What follows belongs to an exercise in optimizing a design on an open flow for small area, a short achievable clock period and few clock cycles; a production flow would make more cautious choices.
At most, simulation tests tie the RTL to the original design; equivalence was not proved.
Power is estimated from default activity; no workload was simulated.

## rectangle_subtract
module rectangle_subtract (
    input  logic        i_clk,
    input  logic        i_rst_n,
    input  logic        i_rect_valid,
    output logic        o_rect_ready,
    input  logic [15:0] i_rect_x,
    input  logic [15:0] i_rect_y,
    input  logic [15:0] i_rect_width,
    input  logic [15:0] i_rect_height,
    input  logic        i_cfg_valid,
    output logic        o_cfg_ready,
    input  logic [1:0]  i_cfg_index,
    input  logic [15:0] i_cfg_data,
    output logic        o_piece_valid,
    input  logic        i_piece_ready,
    output logic [15:0] o_piece_x,
    output logic [15:0] o_piece_y,
    output logic [15:0] o_piece_width,
    output logic [15:0] o_piece_height,
    output logic [2:0]  o_piece_side,
    output logic        o_piece_last
);
==> flow/config.mk <==
export PLATFORM = sky130hd
export DESIGN_NAME = rectangle_subtract
export DESIGN_NICKNAME = rectangle_subtract
export VERILOG_FILES = /design/flow/design.v
export SDC_FILE = /design/flow/constraint.sdc
export NUM_CORES = 4
export LEC_CHECK = 0
export CAP_MARGIN = 20
export CORE_MARGIN = 2
export CORE_UTILIZATION = 40
export CTS_BUF_LIST = sky130_fd_sc_hd__clkbuf_8
export SETUP_SLACK_MARGIN = 1.8
export SLEW_MARGIN = 20
==> flow/constraint.sdc <==
create_clock -name core_clock -period 5.0 [get_ports {i_clk}]
set_input_delay 1.0000 -clock core_clock [delete_from_list [all_inputs] [get_ports {i_clk}]]
set_output_delay 1.0000 -clock core_clock [all_outputs]
set_load 0.01 [all_outputs]
standard.sh (not shown) runs the stock make flow with config.mk's settings and CLKGATE_MAP_FILE= SYNTH_SCRIPT=/design/flow/synth_recipe.tcl, a recipe that flattens the netlist after the stock synthesis.
==> flow/flow/run.sh <==
#!/bin/bash
# Own layout flow: the standard layout (standard.sh, unchanged synthesis,
# floorplan, power grid, placement, CTS and routing), except that the port
# buffers that global placement inserts on every input and output are plain
# sky130_fd_sc_hd__buf_2 cells instead of the delay-buffer cell buffer_ports
# picks by default. The full output of the run goes to standard.log here;
# each ORFS step's own log is under orfs/logs/.
set -euo pipefail
export BUFFER_PORTS_ARGS="-buffer_cell sky130_fd_sc_hd__buf_2"
bash standard.sh > standard.log 2>&1
Testbench counts at the start, summed over its fixed seeds: cycles 25,044.
Rerun with:
- CORE_UTILIZATION: 40 -> 55
- SETUP_SLACK_MARGIN: 1.8 -> 1.6
Effect: Fmax fell by 1.3%; worst setup slack degrades by 0.043 ns; final cell count fell by 7.6%; wire length fell by 6.7%; clock-buffer cell count fell by 1; hold slack improves by 0.0087 ns; core utilization rose by 15 points; via count fell by 1.2%.
Rerun with:
- CORE_UTILIZATION: 55 -> 40
- SETUP_SLACK_MARGIN: 1.6 -> 2.2
=> Power grows by about 9%. Global-route usage shrinks by 5.8 points. Routed wire length grows by 9.9%. Worst hold slack is better by 0.048 ns. Sequential power is about the same. Via count grows by 2.8%. Utilization shrinks by 13 points. Flip-flop and latch count is unchanged. Maximum frequency grows by 0.38%.
Rerun with:
- ABC_AREA: not set -> 1
- CORE_UTILIZATION: 40 -> 55
- CTS_CLUSTER_SIZE: not set -> 30
- SETUP_SLACK_MARGIN: 2.2 -> 1.8
Outcome:
- via count climbs by 7.4%
- setup slack gains 0.14 ns
- first-iteration DRC count climbs by 10%
- final cell count climbs by 7.3%
- die area drops by 26%
- total power drops by 2.1%
- sequential power hardly moves
- sequential share of layout area climbs by 1.9 points

========
== lane 1 ==
rectangle_subtract again, from the RTL that the note above started with.
clock: 5.0 ns
lec_check: 0
abc_area: 1
cap_margin: 20
core_margin: 2
core_utilization: 55
cts_buf_list: sky130_fd_sc_hd__clkbuf_8
setup_slack_margin: 1.8
slew_margin: 20
Scripts as last shown in full above: flow/flow/run.sh
Testbench counts of lane 1, summed over its fixed seeds: cycles 25,044.
What lane 2 does differently from lane 1 at the input level:
Settings: clearing ABC_AREA, which used to be 1; swapping 55 for 40 in CORE_UTILIZATION; swapping sky130_fd_sc_hd__clkbuf_8 for sky130_fd_sc_hd__clkbuf_4 in CTS_BUF_LIST.
### Flow results
From lane 2 to lane 1, clock sink count did not move at all. Looking at dominant combinational cell family by area after synthesis, the adder cells result is from lane 2; the simple AND/OR/NAND/NOR gates one comes from lane 1. Comparing area after synthesis for lane 1 and lane 2, the bigger number came from lane 1. In lane 2 the count of multi-input combinational gates turned out 210 lower than in lane 1. Lane 2 and lane 1 ended up with roughly the same cell area after placement. Lane 2 vs lane 1 — non-filler instance count after layout dropped 130. Changes observed in lane 2 relative to lane 1: die extent in x higher; final design utilization lower. Mux share of post-synthesis cell area ended up 2.8 points higher on lane 2 than on lane 1. Looking at via count, lane 2 sits 7.0% lower than lane 1 does.
Edits applied to the flow inputs when going from lane 2 to lane 3:
Settings: CTS_BUF_LIST changed from sky130_fd_sc_hd__clkbuf_4 to sky130_fd_sc_hd__clkbuf_8; CORE_UTILIZATION changed from 40 to 55.
==> comparison <==
- Lane 3 has die span in x below what lane 2 had.
- Clock insertion delay at the later pin of the skew report: lane 3 and lane 2 compared, lower one is lane 3
- Buffers inserted during post-CTS setup optimization is lower on lane 3
- Lane 2 has a higher critical path depth than lane 3.
- Comparing lane 3 and lane 2, the lower fmax was measured on lane 2.
> inputs changed (lane 3 -> lane 4)
Settings: CORE_UTILIZATION: 55 -> 40; SETUP_SLACK_MARGIN: 1.8 -> 2.0.
==> summary.txt <==
Lane 4 -> lane 3: setup TNS after final layout delta 0, exact match. DRC marker count from the first detailed-route iteration: lane 3 and lane 4 compared, lower one is lane 3. Lane 4 ended up with a lower global-route track usage on met2 than lane 3 did. Compared to lane 3, lane 4 shows a wider setup margin. In the flow results for lane 3 and lane 4, the non-clock buffer count is larger on lane 4. Of lane 3 and lane 4, lane 3 shows the lower routed wire length, with lane 4 above it.

========
Another version of the RTL of rectangle_subtract (not shown whole).
For scale: roughly 160 I/O pins, about 0.015 sq mm of cells after synthesis.
clock: 5.0 ns
lec_check: 0
cap_margin: 20
core_margin: 2
core_utilization: 40
setup_slack_margin: 2.0
slew_margin: 20
run.sh (not shown) runs the stock make flow with config.mk's settings and CLKGATE_MAP_FILE= SYNTH_SCRIPT=/design/flow/synth_recipe.tcl, a recipe that flattens the netlist after the stock synthesis.
Stock flow here: none of the scripts above is used.
Then changed:
Settings changed: SETUP_SLACK_MARGIN 2.0 to 1.5.
What happened: Routed wire length falls by 4.4%; synthesized cell count does not change; sequential power barely changes; sequential cell count is unchanged; utilization falls by 1.4 points; worst hold slack is worse by 0.039 ns; area after synthesis is unchanged.
Then changed:
Settings changed: SETUP_SLACK_MARGIN 1.5 to 2.5.
Result: Final area rises by a few percent. Maximum frequency climbs by a few percent. Cell count increases by a few percent. Sequential power is about the same. Global-route usage goes up by 1.3 points. Sequential cell count does not change. Clock power fell by about a fifth. Routed wire length is higher by a few percent.
Then changed:
==> flow/flow/run.sh (new file) <==
#!/bin/bash
# Own layout flow: the standard layout (standard.sh, unchanged synthesis,
# floorplan, power grid, placement, CTS and routing), except that the port
# buffers that global placement inserts on every input and output are plain
# sky130_fd_sc_hd__buf_2 cells instead of the delay-buffer cell buffer_ports
# picks by default. The full output of the run goes to standard.log here;
# each ORFS step's own log is under orfs/logs/.
set -euo pipefail
export BUFFER_PORTS_ARGS="-buffer_cell sky130_fd_sc_hd__buf_2"
bash standard.sh > standard.log 2>&1
==> flow/standard.sh (new file) <==
#!/bin/bash
# synth_recipe.tcl (not shown) runs the flow's synth.tcl, then flattens the netlist and writes it again
# the make line also repeats each setting of config.mk as NAME=value (left out here)
make -C /OpenROAD-flow-scripts/flow DESIGN_CONFIG=/design/flow/config.mk WORK_HOME=/design/flow/orfs CLKGATE_MAP_FILE= SYNTH_SCRIPT=/design/flow/synth_recipe.tcl "${@:-finish}"
Settings changed: CTS_BUF_LIST from default to sky130_fd_sc_hd__clkbuf_8, SETUP_SLACK_MARGIN 2.5 to 2.0.
removed: flow/run.sh
Via count decreases by 0.40%.
Total power decreases by 5.5%.
Synthesized cell count is unchanged.
Routed wire length decreases by 1.8%.
Setup slack gets better by 0.050 ns.
Function was not checked in any run of this note: the RTL went through the layout flow alone.

## port drivers added, routing unchanged
How much do the figures lean on ideal ports? The routed layouts below were timed once more, with nothing changed but the port constraints.
Step 1 (the two cells are an assumption about what drives the block):
set clk [get_ports {i_clk}]
set_driving_cell -lib_cell sky130_fd_sc_hd__clkbuf_16 $clk
set_driving_cell -lib_cell sky130_fd_sc_hd__buf_2 [delete_from_list [all_inputs] $clk]
Step 2 moves the port delays by t, midway between the first and last clock arrival at a register: inputs arrive t later, outputs are due t later. That takes back most of the time a late clock gives input paths.
a / b / c = ideal / step 1 / step 2; a / b = the first two.
| run | t (ns) | setup WS [ns] | cell pins on the clock port's net |
|---|---|---|---|
| the first run of note 1 | 0.611 | 1.701 / 1.701 / 1.281 | 1 |
| the second run of note 1 | 0.584 | 1.658 / 1.658 / 1.153 | 1 |
| the third run of note 1 | 0.607 | 1.671 / 1.671 / 1.414 | 1 |
| the fourth run of note 1 | 0.589 | 1.814 / 1.811 / 1.457 | 1 |
| lane 1 | 0.589 | 1.814 / 1.811 / 1.457 | 1 |
| lane 2 | 0.744 | 1.667 / 1.667 / 1.152 | 1 |
| lane 3 | 0.597 | 1.730 / 1.730 / 1.290 | 1 |
| lane 4 | 0.611 | 1.735 / 1.735 / 1.388 | 1 |
| the first run of note 3 | 0.582 | 1.738 / 1.738 / 1.328 | 1 |
| the second run of note 3 | 0.599 | 1.531 / 1.531 / 0.992 | 1 |
| the third run of note 3 | 0.593 | 1.684 / 1.684 / 1.294 | 1 |
| the fourth run of note 3 | 0.611 | 1.735 / 1.735 / 1.388 | 1 |
After both steps setup and hold are still met in every run listed. The setup slack of the second run of note 3, which loses most, moves by 0.000 ns with the drivers and by -0.539 ns with both steps.
